What follows belongs to an exercise in optimizing a design on an open flow for small area; a production flow would make more cautious choices. Only simulation tests tie the RTL to the original design; equivalence was not proved. No activity file was given, so power comes from the tool's default toggle rates.

==> flow/design.v <==
package sram_2rw_pkg;
  typedef enum logic {
    RW_READ_FIRST  = 1'b0,
    RW_WRITE_FIRST = 1'b1
  } rw_mode_e;
  localparam int MAX_WIDTH = 256;
  function automatic logic [MAX_WIDTH-1:0] merge_mask(
    input logic [MAX_WIDTH-1:0] old_word,
    input logic [MAX_WIDTH-1:0] data_word,
    input logic [MAX_WIDTH-1:0] mask_word
  );
    merge_mask = (old_word & ~mask_word) | (data_word & mask_word);
  endfunction
endpackage
module sram_2rw_rdpipe #(
  parameter int WIDTH   = 33,
  parameter int OUT_REG = 0
) (
  input  logic             clk,
  input  logic             rst,
  input  logic             rd_vld,
  input  logic [WIDTH-1:0] rd_nxt,
  output logic [WIDTH-1:0] o_s1,
  output logic [WIDTH-1:0] o,
  output logic             ov
);
  logic [WIDTH-1:0] s1_dat;
  logic             s1_vld;
  always_ff @(posedge clk or posedge rst) begin
    if (rst) begin
      s1_dat <= '0;
      s1_vld <= 1'b0;
    end else begin
      s1_vld <= rd_vld;
      s1_dat <= rd_nxt;
    end
  end
  assign o_s1 = s1_dat;
  if (OUT_REG != 0) begin : g_out_reg
    logic [WIDTH-1:0] s2_dat;
    logic             s2_vld;
    always_ff @(posedge clk or posedge rst) begin
      if (rst) begin
        s2_dat <= '0;
        s2_vld <= 1'b0;
      end else begin
        s2_vld <= s1_vld;
        if (s1_vld) begin
          s2_dat <= s1_dat;
        end
      end
    end
    assign o  = s2_dat;
    assign ov = s2_vld;
  end else begin : g_no_out_reg
    assign o  = s1_dat;
    assign ov = s1_vld;
  end
endmodule
module sram_2rw_param #(
  parameter int       WIDTH   = 33,
  parameter int       DEPTH   = 32,
  parameter int       ADDR_W  = $clog2(DEPTH),
  parameter int       OUT_REG = 0,
  parameter logic     RW_MODE = sram_2rw_pkg::RW_READ_FIRST
) (
  input  logic              CE,
  input  logic              RST,
  input  logic              CSB1,
  input  logic              WEB1,
  input  logic              OEB1,
  input  logic [ADDR_W-1:0] A1,
  input  logic [WIDTH-1:0]  I1,
  input  logic [WIDTH-1:0]  WM1,
  output logic [WIDTH-1:0]  O1,
  output logic              OV1,
  input  logic              CSB2,
  input  logic              WEB2,
  input  logic              OEB2,
  input  logic [ADDR_W-1:0] A2,
  input  logic [WIDTH-1:0]  I2,
  input  logic [WIDTH-1:0]  WM2,
  output logic [WIDTH-1:0]  O2,
  output logic              OV2,
  output logic              COLL,
  output logic              OOR
);
  logic in_rng1, in_rng2;
  if (DEPTH == (1 << ADDR_W)) begin : g_pow2
    assign in_rng1 = 1'b1;
    assign in_rng2 = 1'b1;
  end else begin : g_npow2
    localparam logic [ADDR_W:0] DEPTH_X = (ADDR_W + 1)'(DEPTH);
    assign in_rng1 = ({1'b0, A1} < DEPTH_X);
    assign in_rng2 = ({1'b0, A2} < DEPTH_X);
  end
  logic re1, re2, we1, we2, acc1, acc2, both_wr;
  assign re1  = ~CSB1 & ~OEB1;
  assign re2  = ~CSB2 & ~OEB2;
  assign we1  = ~RST & ~CSB1 & ~WEB1 & in_rng1;
  assign we2  = ~RST & ~CSB2 & ~WEB2 & in_rng2;
  assign acc1 = ~CSB1 & (~WEB1 | ~OEB1);
  assign acc2 = ~CSB2 & (~WEB2 | ~OEB2);
  assign both_wr = we1 & we2 & (A1 == A2);
  logic             we2o;
  logic [WIDTH-1:0] ex, sx, ey, sy;
  assign we2o = we2 & ~both_wr;
  assign ex = ({WIDTH{we1}} & WM1) | ({WIDTH{both_wr}} & WM2);
  assign sx = ({WIDTH{we1}} & WM1 & I1) | ({WIDTH{both_wr}} & ~WM1 & WM2 & I2);
  assign ey = {WIDTH{we2o}} & WM2;
  assign sy = {WIDTH{we2o}} & WM2 & I2;
  logic [DEPTH-1:0] r1, r2, r1n, r2n;
  for (genvar r = 0; r < DEPTH; r++) begin : g_dec
    assign r1[r]  = (A1 == ADDR_W'(r));
    assign r2[r]  = (A2 == ADDR_W'(r));
    assign r1n[r] = (A1 != ADDR_W'(r));
    assign r2n[r] = (A2 != ADDR_W'(r));
  end
  logic [WIDTH-1:0] mem [DEPTH];
  for (genvar r = 0; r < DEPTH; r++) begin : g_row
    for (genvar b = 0; b < WIDTH; b++) begin : g_bit
      sram_2rw_bit u_bit (
        .clk (CE),
        .r1  (r1[r]),
        .r2  (r2[r]),
        .r1n (r1n[r]),
        .r2n (r2n[r]),
        .ex  (ex[b]),
        .ey  (ey[b]),
        .sxn (~sx[b]),
        .syn (~sy[b]),
        .q   (mem[r][b])
      );
    end
  end
  logic [DEPTH-1:0] rr1, rr2;
  for (genvar r = 0; r < DEPTH; r++) begin : g_rdec
    assign rr1[r] = re1 & (A1 == ADDR_W'(r));
    assign rr2[r] = re2 & (A2 == ADDR_W'(r));
  end
  logic [WIDTH-1:0] q1, q2, nxt1, nxt2;
  if (RW_MODE == sram_2rw_pkg::RW_WRITE_FIRST) begin : g_wf
    logic [WIDTH-1:0] old1, old2, w2o, w1o;
    for (genvar b = 0; b < WIDTH; b++) begin : g_rcol
      logic [DEPTH-1:0] c;
      for (genvar r = 0; r < DEPTH; r++) begin : g_c
        assign c[r] = mem[r][b];
      end
      sram_2rw_rdbit #(.N(DEPTH)) u_rd1 (.sel(r1), .d(c), .o(old1[b]));
      sram_2rw_rdbit #(.N(DEPTH)) u_rd2 (.sel(r2), .d(c), .o(old2[b]));
    end
    assign w2o  = both_wr ? ((old1 & ~WM2) | (I2 & WM2)) : old1;
    assign w1o  = (w2o & ~WM1) | (I1 & WM1);
    assign nxt1 = re1 ? (we1 ? w1o : old1) : q1;
    assign nxt2 = re2 ? (both_wr ? w1o : (we2 ? ((old2 & ~WM2) | (I2 & WM2)) : old2)) : q2;
  end else begin : g_rf
    for (genvar b = 0; b < WIDTH; b++) begin : g_rcol
      logic [DEPTH-1:0] c;
      for (genvar r = 0; r < DEPTH; r++) begin : g_c
        assign c[r] = mem[r][b];
      end
      sram_2rw_rdbit #(.N(DEPTH + 1)) u_rd1 (.sel({~re1, rr1}), .d({q1[b], c}), .o(nxt1[b]));
      sram_2rw_rdbit #(.N(DEPTH + 1)) u_rd2 (.sel({~re2, rr2}), .d({q2[b], c}), .o(nxt2[b]));
    end
  end
  always_ff @(posedge CE or posedge RST) begin
    if (RST) begin
      COLL <= 1'b0;
      OOR  <= 1'b0;
    end else begin
      if (both_wr && ((WM1 & WM2) != '0)) COLL <= 1'b1;
      if ((acc1 & ~in_rng1) | (acc2 & ~in_rng2)) OOR <= 1'b1;
    end
  end
  sram_2rw_rdpipe #(.WIDTH(WIDTH), .OUT_REG(OUT_REG)) u_rdpipe1 (
    .clk    (CE),
    .rst    (RST),
    .rd_vld (re1),
    .rd_nxt (nxt1),
    .o_s1   (q1),
    .o      (O1),
    .ov     (OV1)
  );
  sram_2rw_rdpipe #(.WIDTH(WIDTH), .OUT_REG(OUT_REG)) u_rdpipe2 (
    .clk    (CE),
    .rst    (RST),
    .rd_vld (re2),
    .rd_nxt (nxt2),
    .o_s1   (q2),
    .o      (O2),
    .ov     (OV2)
  );
endmodule
module sram_2rw_bit (
  input  logic clk,
  input  logic r1,
  input  logic r2,
  input  logic r1n,
  input  logic r2n,
  input  logic ex,
  input  logic ey,
  input  logic sxn,
  input  logic syn,
  output logic q
);
  logic keep, s;
  assign keep = ~((r1 & ex) | (r2 & ey));
  assign s    = ~((r1n | sxn) & (r2n | syn));
  always_ff @(posedge clk) begin
    q <= (q & keep) | s;
  end
endmodule
module sram_2rw_rdbit #(
  parameter int N = 32
) (
  input  logic [N-1:0] sel,
  input  logic [N-1:0] d,
  output logic         o
);
  localparam int G = (N + 2) / 3;
  logic [3*G-1:0] s, v;
  logic [G-1:0]   y;
  assign s = (3*G)'(sel);
  assign v = (3*G)'(d);
  for (genvar g = 0; g < G; g++) begin : g_grp
    sram_2rw_aoi222 u_aoi (
      .a0 (s[3*g]),   .b0 (v[3*g]),
      .a1 (s[3*g+1]), .b1 (v[3*g+1]),
      .a2 (s[3*g+2]), .b2 (v[3*g+2]),
      .y  (y[g])
    );
  end
  assign o = ~&y;
endmodule
module sram_2rw_aoi222 (
  input  logic a0,
  input  logic b0,
  input  logic a1,
  input  logic b1,
  input  logic a2,
  input  logic b2,
  output logic y
);
  assign y = ~((a0 & b0) | (a1 & b1) | (a2 & b2));
endmodule
==> flow/config.mk <==
export PLATFORM = sky130hd
export DESIGN_NAME = sram_2rw_param
export DESIGN_NICKNAME = sram_2rw_param
export VERILOG_FILES = /design/flow/design.v
export SDC_FILE = /design/flow/constraint.sdc
export NUM_CORES = 4
export LEC_CHECK = 0
export CAP_MARGIN = 20
export CELL_PAD_IN_SITES_DETAIL_PLACEMENT = 1
export CELL_PAD_IN_SITES_GLOBAL_PLACEMENT = 1
export CORE_MARGIN = 2
export CORE_UTILIZATION = 40
export SLEW_MARGIN = 20
export SYNTH_HIERARCHICAL = 1
export BUFFER_PORTS_ARGS = -buffer_cell sky130_fd_sc_hd__buf_1
export CTS_ARGS = -sink_clustering_enable -repair_clock_nets -dont_use_dummy_load -buf_list sky130_fd_sc_hd__clkbuf_4 -sink_clustering_size 8 -sink_clustering_max_diameter 40
export PRE_RESIZE_TCL = /design/flow/flow/presize.tcl
==> flow/constraint.sdc <==
create_clock -name core_clock -period 5.0 [get_ports {CE}]
set_input_delay 1.0000 -clock core_clock [delete_from_list [all_inputs] [get_ports {CE}]]
set_output_delay 1.0000 -clock core_clock [all_outputs]
set_load 0.01 [all_outputs]
standard.sh (not shown) runs the stock make flow with config.mk's settings and CLKGATE_MAP_FILE= SYNTH_SCRIPT=/design/flow/synth_recipe.tcl, a recipe that flattens the netlist after the stock synthesis.
==> flow/flow/run.sh <==
#!/bin/bash
# Standard ORFS layout with these changes: plain buf_1 port buffers; a clock tree built
# without dummy loads from clkbuf_4 leaf clusters of at most 8 sinks within 40 um; and a
# PRE_RESIZE hook (flow/presize.tcl) that sizes the high-fanout array select drivers before
# repair_design. ORFS writes each step's full tool output to orfs/logs; the make output
# goes to standard.log.
set -euo pipefail
cat >> config.mk <<EOC
export BUFFER_PORTS_ARGS = -buffer_cell sky130_fd_sc_hd__buf_1
export CTS_ARGS = -sink_clustering_enable -repair_clock_nets -dont_use_dummy_load -buf_list sky130_fd_sc_hd__clkbuf_4 -sink_clustering_size 8 -sink_clustering_max_diameter 40
export PRE_RESIZE_TCL = $PWD/flow/presize.tcl
EOC
bash standard.sh > standard.log 2>&1
==> flow/flow/presize.tcl <==
# PRE_RESIZE hook: before ORFS's repair_design, drop the buffers synthesis and placement left,
# buffer every port again, and give every driver of a net with 30 or more loads (the row and
# column select lines of the array) its x2 drive strength, so that repair_design starts from
# drivers sized for those loads instead of buffering each line.
# Repair may not use the largest buffers (buf_12, buf_16); it uses more smaller ones instead.
# remove_buffers takes the port buffers out as well, so the ports are buffered again after it.
set_dont_use {sky130_fd_sc_hd__buf_12 sky130_fd_sc_hd__buf_16}
remove_buffers
buffer_ports -buffer_cell sky130_fd_sc_hd__buf_1

set n 0
foreach net [get_nets *] {
  set fo [llength [get_pins -quiet -of_objects $net -filter "direction==input"]]
  if {$fo < 30} continue
  set drv [get_pins -quiet -of_objects $net -filter "direction==output"]
  if {[llength $drv] != 1} continue
  set inst [get_cells -of_objects $drv]
  set ref [get_property $inst ref_name]
  if {![regexp {^(sky130_fd_sc_hd__\w+)_1$} $ref -> base]} continue
  if {[regexp {__(df|edf|sdf|dl)} $base]} continue
  set new [get_lib_cells -quiet */${base}_2]
  if {[llength $new] == 0} continue
  replace_cell $inst $new
  incr n
}
puts "presize: upsized $n high-fanout drivers"
The first run went through all stages and came out clean.
==> next run, changes <==
- PLACE_DENSITY: not set -> 0.7
Result:
- The changed run produced a clean layout
- final area decreases by about 0.8%
- final cell count decreases by about 0.37%
- worst setup slack loses 0.28 ns
==> next run, changes <==
- PLACE_DENSITY: 0.7 -> 0.65
Register-to-register slack gains 0.05 ns.
Non-clock buffer count is higher by 8.
Power stays flat.
Sequential share of layout area is about the same.
Core utilization went up by 0.12 points.
Worst setup slack is better by 0.26 ns.
Clock power climbs slightly.
Combinational power is about the same.
Clock skew rose by 0.010 ns.
Via count falls slightly.

-- re-timing with driven ports --
The flow's constraints put no driver on any port. The routed layouts listed below were extracted and timed again, unchanged, in two steps. Step 1 assumes that a clkbuf_16 drives the clock port and a buf_2 every other input. Step 2 adds t to the input delays and takes it off the output delays; t is the mean of the earliest and latest rising clock arrival at the registers after step 1. Input paths then give back, and output paths get back, about the clock's delay inside the block. a / b / c = ideal ports / drivers / drivers and shift; a / b = the first two.
run	shift t [ns]	setup slack, ns	worst setup path after step 2	slew at the worst register clock pin (ns)	worst data-port slew with drivers (ns)
the first run	1.343	0.806 / 0.860 / -0.483	input to register	0.11 / 0.11	0.05
the second run	1.361	0.522 / 0.591 / -0.770	input to register	0.10 / 0.10	0.04
the third run	1.375	0.786 / 0.842 / -0.533	input to register	0.10 / 0.10	0.04
With both steps, setup timing fails in every run listed, where it was met with ideal ports. For the third run, which loses most, drivers alone change the setup slack by +0.056 ns; drivers and shift together by -1.319 ns.
